This design comes from an exercise in tuning for small area, a short achievable clock period and few clock cycles on the open sky130 flow, not from production work.
The RTL was checked by simulation tests, not by an equivalence proof against the original design.
Power and IR drop assume default switching activity.

==> flow/design.v <==
module ex_stage (
  input  logic        clk,
  input  logic        rst,
  input  logic [31:0] i_inst,
  input  logic [2:0]  i_alusel,
  input  logic [4:0]  i_aluop,
  input  logic [31:0] i_srcLeft,
  input  logic [31:0] i_srcRight,
  input  logic [1:0]  i_memop,
  input  logic [4:0]  i_dest,
  input  logic        i_writeEnable,
  input  logic        i_flush,
  output logic [31:0] o_result,
  output logic [1:0]  o_memop,
  output logic [31:0] o_memAddr,
  output logic [31:0] o_storeData,
  output logic [4:0]  o_dest,
  output logic        o_writeEnable,
  output logic        o_overflow,
  output logic        o_stallReq
);
  localparam logic [2:0] SEL_SPECIAL = 3'd0, SEL_LOGIC = 3'd1, SEL_ARITH = 3'd2,
                         SEL_MULDIV  = 3'd3, SEL_MEMACC = 3'd4;
  logic [31:0] A, B;
  assign A = i_srcLeft;
  assign B = i_srcRight;
  function automatic logic [5:0] bitlen(input logic [31:0] x);
    logic [5:0] n;
    n = 6'd0;
    for (int i = 0; i < 32; i++) if (x[i]) n = i + 1;
    bitlen = n;
  endfunction
  function automatic logic [31:0] rev32(input logic [31:0] x);
    for (int i = 0; i < 32; i++) rev32[i] = x[31 - i];
  endfunction
  logic [31:0] r0_q, r1_q, m_q, x_q;
  logic [5:0]  cnt_q;
  logic        busy_q, swap_q, div_q, neg_q, negr_q, fix_q;
  logic        kill, is_md, uses_hl, stall, retire, md_start, mthi, mtlo;
  assign kill     = rst | i_flush;
  assign is_md    = (i_alusel == SEL_MULDIV) && (i_aluop[4:2] == 3'd0);
  assign uses_hl  = is_md || ((i_alusel == SEL_SPECIAL) && (i_aluop != 5'd0) && (i_aluop <= 5'd4));
  assign stall    = !kill && busy_q && uses_hl;
  assign retire   = !kill && !stall;
  assign md_start = retire && is_md;
  assign mthi     = retire && (i_alusel == SEL_SPECIAL) && (i_aluop == 5'd3);
  assign mtlo     = retire && (i_alusel == SEL_SPECIAL) && (i_aluop == 5'd4);
  logic        sgn, an, bn, op_div, swp;
  logic [31:0] ma, mb, sh_data, sh_out;
  logic [5:0]  la, lb, nmul, s_div;
  logic [4:0]  sh_amt;
  assign op_div  = i_aluop[1];
  assign sgn     = !i_aluop[0];
  assign an      = sgn && A[31];
  assign bn      = sgn && B[31];
  assign ma      = an ? -A : A;
  assign mb      = bn ? -B : B;
  assign la      = bitlen(ma);
  assign lb      = bitlen(mb);
  assign swp     = la < lb;
  assign nmul    = swp ? la : lb;
  assign s_div   = la - lb;
  assign sh_data = (!op_div && swp) ? ma : mb;
  assign sh_amt  = op_div ? s_div[4:0] : 5'd0 - nmul[4:0];
  assign sh_out  = sh_data << sh_amt;
  logic        last, mbit, accept;
  logic [32:0] add_a, add_b, add_s;
  logic        add_c;
  logic [31:0] r0_base, r0_step;
  logic [1:0]  r0_adj;    
  assign last = (cnt_q == 6'd1);
  assign mbit = m_q[31];
  always_comb begin
    add_a = '0;
    add_b = '0;
    add_c = 1'b0;
    if (fix_q) begin
      add_b = {1'b0, ~r1_q};
      add_c = 1'b1;
    end else if (div_q) begin
      add_a = {1'b0, r1_q};
      add_b = {1'b1, ~m_q};
      add_c = 1'b1;
    end else begin
      add_a = {1'b0, r1_q[30:0], 1'b0};
      add_b = mbit ? {1'b0, x_q ^ {32{neg_q}}} : 33'd0;
      add_c = mbit && neg_q;
    end
  end
  assign add_s  = add_a + add_b + {32'd0, add_c};
  assign accept = !add_s[32];
  always_comb begin
    if (div_q) begin
      r0_base = {r0_q[30:0], accept ^ neg_q};
      r0_adj  = {1'b0, last && neg_q};
    end else begin
      r0_base = {r0_q[30:0], r1_q[31]};
      if (mbit && neg_q) r0_adj = add_s[32] ? 2'b00 : 2'b11;
      else               r0_adj = {1'b0, add_s[32]};
    end
  end
  assign r0_step = r0_base + {{31{r0_adj[1]}}, r0_adj[0]};
  always_ff @(posedge clk) begin
    if (rst) begin
      r0_q   <= '0;
      r1_q   <= '0;
      swap_q <= 1'b0;
      busy_q <= 1'b0;
      fix_q  <= 1'b0;
    end else if (busy_q) begin
      if (fix_q) begin
        r1_q   <= add_s[31:0];
        fix_q  <= 1'b0;
        busy_q <= 1'b0;
      end else begin
        r0_q  <= r0_step;
        cnt_q <= cnt_q - 6'd1;
        if (div_q) begin
          if (accept) r1_q <= add_s[31:0];
          m_q <= {1'b0, m_q[31:1]};
        end else begin
          r1_q <= add_s[31:0];
          m_q  <= {m_q[30:0], 1'b0};
        end
        if (last) begin
          busy_q <= negr_q;
          fix_q  <= negr_q;
        end
      end
    end else if (md_start) begin
      neg_q  <= an ^ bn;
      negr_q <= an && op_div;
      div_q  <= op_div;
      m_q    <= sh_out;
      if (!op_div) begin
        x_q    <= swp ? mb : ma;
        cnt_q  <= nmul;
        swap_q <= 1'b0;
        r0_q   <= '0;
        r1_q   <= '0;
        busy_q <= (nmul != 6'd0);
      end else if (lb == 6'd0) begin
        swap_q <= 1'b0;
        r0_q   <= A;
        r1_q   <= '1;
      end else if (la < lb) begin
        swap_q <= 1'b0;
        r0_q   <= A;
        r1_q   <= '0;
      end else begin
        cnt_q  <= s_div + 6'd1;
        swap_q <= 1'b1;
        r0_q   <= {32{an ^ bn}};
        r1_q   <= ma;
        busy_q <= 1'b1;
      end
    end else begin
      if (mthi) begin
        if (swap_q) r1_q <= A; else r0_q <= A;
      end
      if (mtlo) begin
        if (swap_q) r0_q <= A; else r1_q <= A;
      end
    end
  end
  logic [31:0] hi, lo;
  assign hi = swap_q ? r1_q : r0_q;
  assign lo = swap_q ? r0_q : r1_q;
  logic        is_sub, add_ovf, sub_ovf, n31, slt, sltu, left, fill;
  logic [32:0] as;
  logic [31:0] mem_addr, sh_in, sh_r, sh_res, res;
  logic [63:0] sh_full;
  logic        we, ovf;
  assign mem_addr = A + {{16{i_inst[15]}}, i_inst[15:0]};
  assign is_sub   = |i_aluop[1:0];
  assign as       = {1'b0, A} + {1'b0, B ^ {32{is_sub}}} + {32'd0, is_sub};
  assign add_ovf  = (A[31] == B[31]) && (as[31] != A[31]);
  assign n31      = B[31] ^ (|B[30:0]);
  assign sub_ovf  = (A[31] == n31) && (as[31] != A[31]);
  assign sltu     = !as[32];
  assign slt      = (A[31] != B[31]) ? A[31] : as[31];
  assign left    = (i_aluop[1:0] == 2'd0);
  assign fill    = i_aluop[1] && A[31];
  assign sh_in   = left ? rev32(A) : A;
  assign sh_full = {{32{fill}}, sh_in} >> B[4:0];
  assign sh_r    = sh_full[31:0];
  assign sh_res  = left ? rev32(sh_r) : sh_r;
  always_comb begin
    res = '0;
    we  = i_writeEnable;
    ovf = 1'b0;
    case (i_alusel)
      SEL_SPECIAL: case (i_aluop)
        5'd0:    ;
        5'd1:    begin res = hi; we = 1'b1; end
        5'd2:    begin res = lo; we = 1'b1; end
        default: we = 1'b0;
      endcase
      SEL_LOGIC: case (i_aluop)
        5'd0:    res = A & B;
        5'd1:    res = A | B;
        5'd2:    res = A ^ B;
        5'd3:    res = ~(A | B);
        5'd4, 5'd5, 5'd6: res = sh_res;
        default: we = 1'b0;
      endcase
      SEL_ARITH: case (i_aluop)
        5'd0:    begin res = as[31:0]; ovf = add_ovf; end
        5'd1:    begin res = as[31:0]; ovf = sub_ovf; end
        5'd2:    res = {31'd0, slt};
        5'd3:    res = {31'd0, sltu};
        default: we = 1'b0;
      endcase
      SEL_MEMACC: res = mem_addr;
      default:    we = 1'b0;
    endcase
    if (ovf || stall) we = 1'b0;
  end
  assign o_result      = kill ? '0 : res;
  assign o_memop       = kill ? 2'd0 : i_memop;
  assign o_memAddr     = kill ? '0 : mem_addr;
  assign o_storeData   = kill ? '0 : i_srcRight;
  assign o_dest        = kill ? '0 : i_dest;
  assign o_writeEnable = !kill && we;
  assign o_overflow    = !kill && ovf;
  assign o_stallReq    = stall;
endmodule
==> flow/run.sh <==
#!/bin/bash
# synth_recipe.tcl (not shown) runs the flow's synth.tcl, then flattens the netlist and writes it again
# the make line also repeats each setting of config.mk as NAME=value (left out here)
make -C /OpenROAD-flow-scripts/flow DESIGN_CONFIG=/design/flow/config.mk WORK_HOME=/design/flow/orfs CLKGATE_MAP_FILE= SYNTH_SCRIPT=/design/flow/synth_recipe.tcl finish
==> flow/config.mk <==
export PLATFORM = sky130hd
export DESIGN_NAME = ex_stage
export DESIGN_NICKNAME = ex_stage
export VERILOG_FILES = /design/flow/design.v
export SDC_FILE = /design/flow/constraint.sdc
export NUM_CORES = 4
export LEC_CHECK = 0
export ABC_AREA = 0
export CAP_MARGIN = 20
export CORE_MARGIN = 2
export CORE_UTILIZATION = 40
export SETUP_SLACK_MARGIN = 0.3
export SLEW_MARGIN = 20
==> flow/constraint.sdc <==
create_clock -name core_clock -period 9.0 [get_ports {clk}]
set_input_delay 1.8000 -clock core_clock [delete_from_list [all_inputs] [get_ports {clk}]]
set_output_delay 1.8000 -clock core_clock [all_outputs]
set_load 0.01 [all_outputs]
==> notes.md <==
-- per-layer routing --
layer	vias to the layer above	track usage
li1	15300	-
met1	15600	0.529
met2	1813	0.598
met3	344	0.0886
met4	8	0.191
met5	-	0
-- placed cells by master (no fill, tap or decap), types with 17 or more instances in the layout --
cell type,Yosys,layout
and2_1,37,36
a222oi_1,24,24
o211ai_1,26,26
nor4_1,21,20
nand2_1,225,222
nand4_1,32,32
a22oi_1,38,38
a221oi_1,65,61
edfxtp_1,73,73
dfxtp_1,67,65
nor2b_1,41,38
mux2i_1,237,231
o31ai_1,23,22
nor3_1,97,94
o21bai_1,18,17
and3_1,22,22
buf_4,6,537
a21o_1,54,54
nor2_1,486,477
o21ai_1,25,31
a211oi_1,148,143
a31oi_1,52,51
inv_1,132,131
ha_1,201,198
clkbuf_16,0,17
clkdlybuf4s50_1,0,197
a21oi_1,358,353
o21a_1,26,26
xnor2_1,196,195
o21ai_0,238,230
xor2_1,88,87
nand2b_1,30,30
nand3_1,72,71
o22ai_1,60,60
or3_1,31,31
-- stage by stage --
| stage | area [sq um] | util | std cells | power, uW |
|---|---|---|---|---|
| 2_1_floorplan | 27800 | - | 3838 | 2040 |
| 3_3_place_gp | 34000 | 0.496 | 5174 | 3060 |
| 3_5_place_dp | 34000 | 0.496 | 5174 | 3060 |
| 4_1_cts | 34700 | 0.506 | 5209 | 3840 |
| 5_1_grt | 34900 | 0.509 | 5215 | 4090 |
| 6_report | 34900 | 0.509 | 5217 | 3930 |
-- sequential cells by signal, summed over array words and instances, names as in the netlist --
signal / cells
x_q: 32
div_q: 1
r1_q: 32
busy_q: 1
negr_q: 1
fix_q: 1
cnt_q: 6
m_q: 32
r0_q: 32
swap_q: 1
neg_q: 1
-- logic make-up (layout without fill, tap and decap cells) --
logic type               count (synthesis)  after routing  share of synthesized area
AO/OA/AOI/OAI                         1318           1318                      0.315
XOR/XNOR                               287            287                     0.0919
adder cells (fa/ha/maj)                207            207                     0.0954
buffers and inverters                  441            936                     0.0633
flip-flops                             140            140                      0.128
multiplexers                           265            265                      0.102
other                                    0              2                          0
AND/OR/NAND/NOR                       1180           1180                      0.204
-- power breakdown --
part / internal, uW / leakage [uW] / total [uW] / switching, uW
Combinational: 1030 / 0.0132 / 2460 / 1430
Sequential: 703 / 0.00120 / 707 / 3.28
Clock: 402 / 0.000302 / 768 / 366
Total: 2130 / 0.0147 / 3930 / 1800
-- final timing paths --
path / from / end / slack [ns]
setup / recovery: i_srcLeft[3] / m_q[24]$_DFFE_PP_ / 0.39
hold / removal: r0_q[11]$_SDFFE_PP0P_ / r0_q[11]$_SDFFE_PP0P_ / 0.54
setup reg to reg: div_q$_DFFE_PP_ / r0_q[30]$_SDFFE_PP0P_ / 0.53
hold reg to reg: r0_q[11]$_SDFFE_PP0P_ / r0_q[11]$_SDFFE_PP0P_ / 0.54
-- cell type report --
cell class,count,area share
Sequential cell,140,0.102
Inverter,144,0.0156
Timing Repair Buffer,760,0.183
Tap cell,882,0.0316
Clock buffer,17,0.0122
Clock inverter,15,0.00578
Antenna cell,2,0.000144
Multi-Input combinational cell,3257,0.650
-- worst min-delay path, cell delays in order, from the launching register on --
cell,delay [ns]
dfxtp_1,0.34
nor2_1,0.11
nor3_1,0.05
-- what timing repair did --
action                                  in CTS  in global routing
endpoints found under the hold margin        0                  0
endpoints found under the setup margin      20                 43
buffers inserted                             3                  6
pin swaps                                    3                 17
resized for setup                            8                 44
==> flow_summary.yaml <==
setup_path:
  critPathSlowestCell: "or4b_1"
  cp-end-kind: "flip-flop"
  critical_path_class: "primary input to flip-flop"
  reg2reg_depth: 35
  arrival_ns: 8.82
  required_ns: 9.21
  crit_path_start_kind: "primary input"
  cpMostUsedCell: "buf_4"
  crit_fanout: 8
  max_stage_delay_ns: 0.54
  crit_buf_inv: 5
  crit_cells: 32
  path_delay_family: "compound AO/OA/AOI/OAI gates"
die:
  die_x_um: 267
  row_count: 96
  dieHeight_um: 267
  io-pin-count: 221
  start_util: 0.403
  die_area_sq_um: 71100
  coreArea_sq_um: 68500
place:
  place_congestion: 1.02
  dp_hpwl_um: 116000
  io_buffers: 204
  place_ws_ns: -0.385
timing:
  fin_crit_ns: 8.61
  finalSetupViolCount: 0
  layout_setup_ws_ns: 0.393
  worst_hold_slack_ns: 0.535
  rsz0062_at_grt: "yes"
  finClkSkew_ns: 0.0129
  fin_crit_sh: 0.956
  hold_viol: 0
  setup_tns_ns: 0
  worst_pin_slew_ns: 1.08
  finalMaxSlewViolations: 0
  fmax_mhz: 116
  slew_headroom: 0.280
clock_tree:
  clockRootBuffer: "clkbuf_16"
  postCtsHoldBufs: 0
  numClockSinks: 140
  htree_levels: 4
  clockBufferDepth: 2
  numCtsBuffers: 17
  clk_latency_ns: 0.48
  clk_pin_slew_ns: 0.07
  cts_tree: "yes"
power:
  power_density_nw_per_um2: 113
  irDropWorstVdd_v: 0.000151
  p_leak_uw: 0.0147
grt:
  track_usage: 0.396
  grt_pass1_wl_um: 207000
  grt_pass1_vias: 30300
  grt_max_degree: 94
  overflow: 0
  antenna_found_initial: 8
synthesis:
  yosysUniqueCellTypes: 113
  yosys.area.top_type: "ha_1"
  ys.flop_type: "edfxtp_1"
  synth_edf_count: 73
  netlist_area_sq_um: 27600
  ys.warnings.count: 1
  synthCells: 3838
  synth_area_leaders: "ha_1 9.1%, mux2i_1 8.6%, edfxtp_1 7.9%"
  async_flop_share: 0
  netlist_top_cells_count: "486 x nor2_1, 358 x a21oi_1, 238 x o21ai_0, 237 x mux2i_1, 225 x nand2_1"
  syn_area_per_cell_sq_um: 7.19
  syn-num-nets: 4160
  synth_most_common_cell: "nor2_1"
  yosysSeqAreaShare: 0.128
  ys_ff_latch: 140
  synth_top_area_frac: 0.0911
finish:
  regArea_sq_um: 3540
  fillers: 6832
  multiInputGateArea_sq_um: 22700
  fin_nets: 4642
  drive_above_1_share: 0.174
  area_growth_pct: 26.3
route:
  vias_per_cell: 6.34
  drt_pass1_iterations: 9
  wirelength_met1_um: 60400
  routed_wl_um: 145000
  drtAntennaViolNets: 0
  drc_errors: 0
  route.met2.wl_um: 61900
  top_layer: "met5"
  wire_per_inst_um: 27.7
  vias: 33100
  first_iter_violations: 4272
  routed-wl-met3_um: 14500
min_path:
  hold_path.class: "flip-flop to flip-flop"
  whs_path_depth: 2
run_status:
  status: "timing/DRC/antenna clean"
run:
  drv_cap: 0
Testbench counts, summed over its fixed seeds: cycles 8,755.

-- separate check: timing with driven ports --
The results above use ideal ports. As a check the final layout listed here was re-extracted and re-timed, cells and wires unchanged. Step 1, drivers: a clkbuf_16 drives clk and a buf_2 each remaining input, both assumed. Step 2 moves the port delays by t, midway between the first and last clock arrival at a register: inputs arrive t later, outputs are due t later. That takes back most of the time a late clock gives input paths. Three values: no drivers, after step 1, after step 2; two values: the first two.
t (ns): 0.538
slack for setup (ns): 0.393 / 0.397 / -0.140
worst hold slack (ns): 0.535 / 0.535 / 0.535
worst setup path after step 2: input to register
pins driven straight from the clock port: 1
Met with ideal ports but missed after step 2: setup timing in this run. The setup slack of this run moves by +0.004 ns with the drivers and by -0.533 ns with both steps.
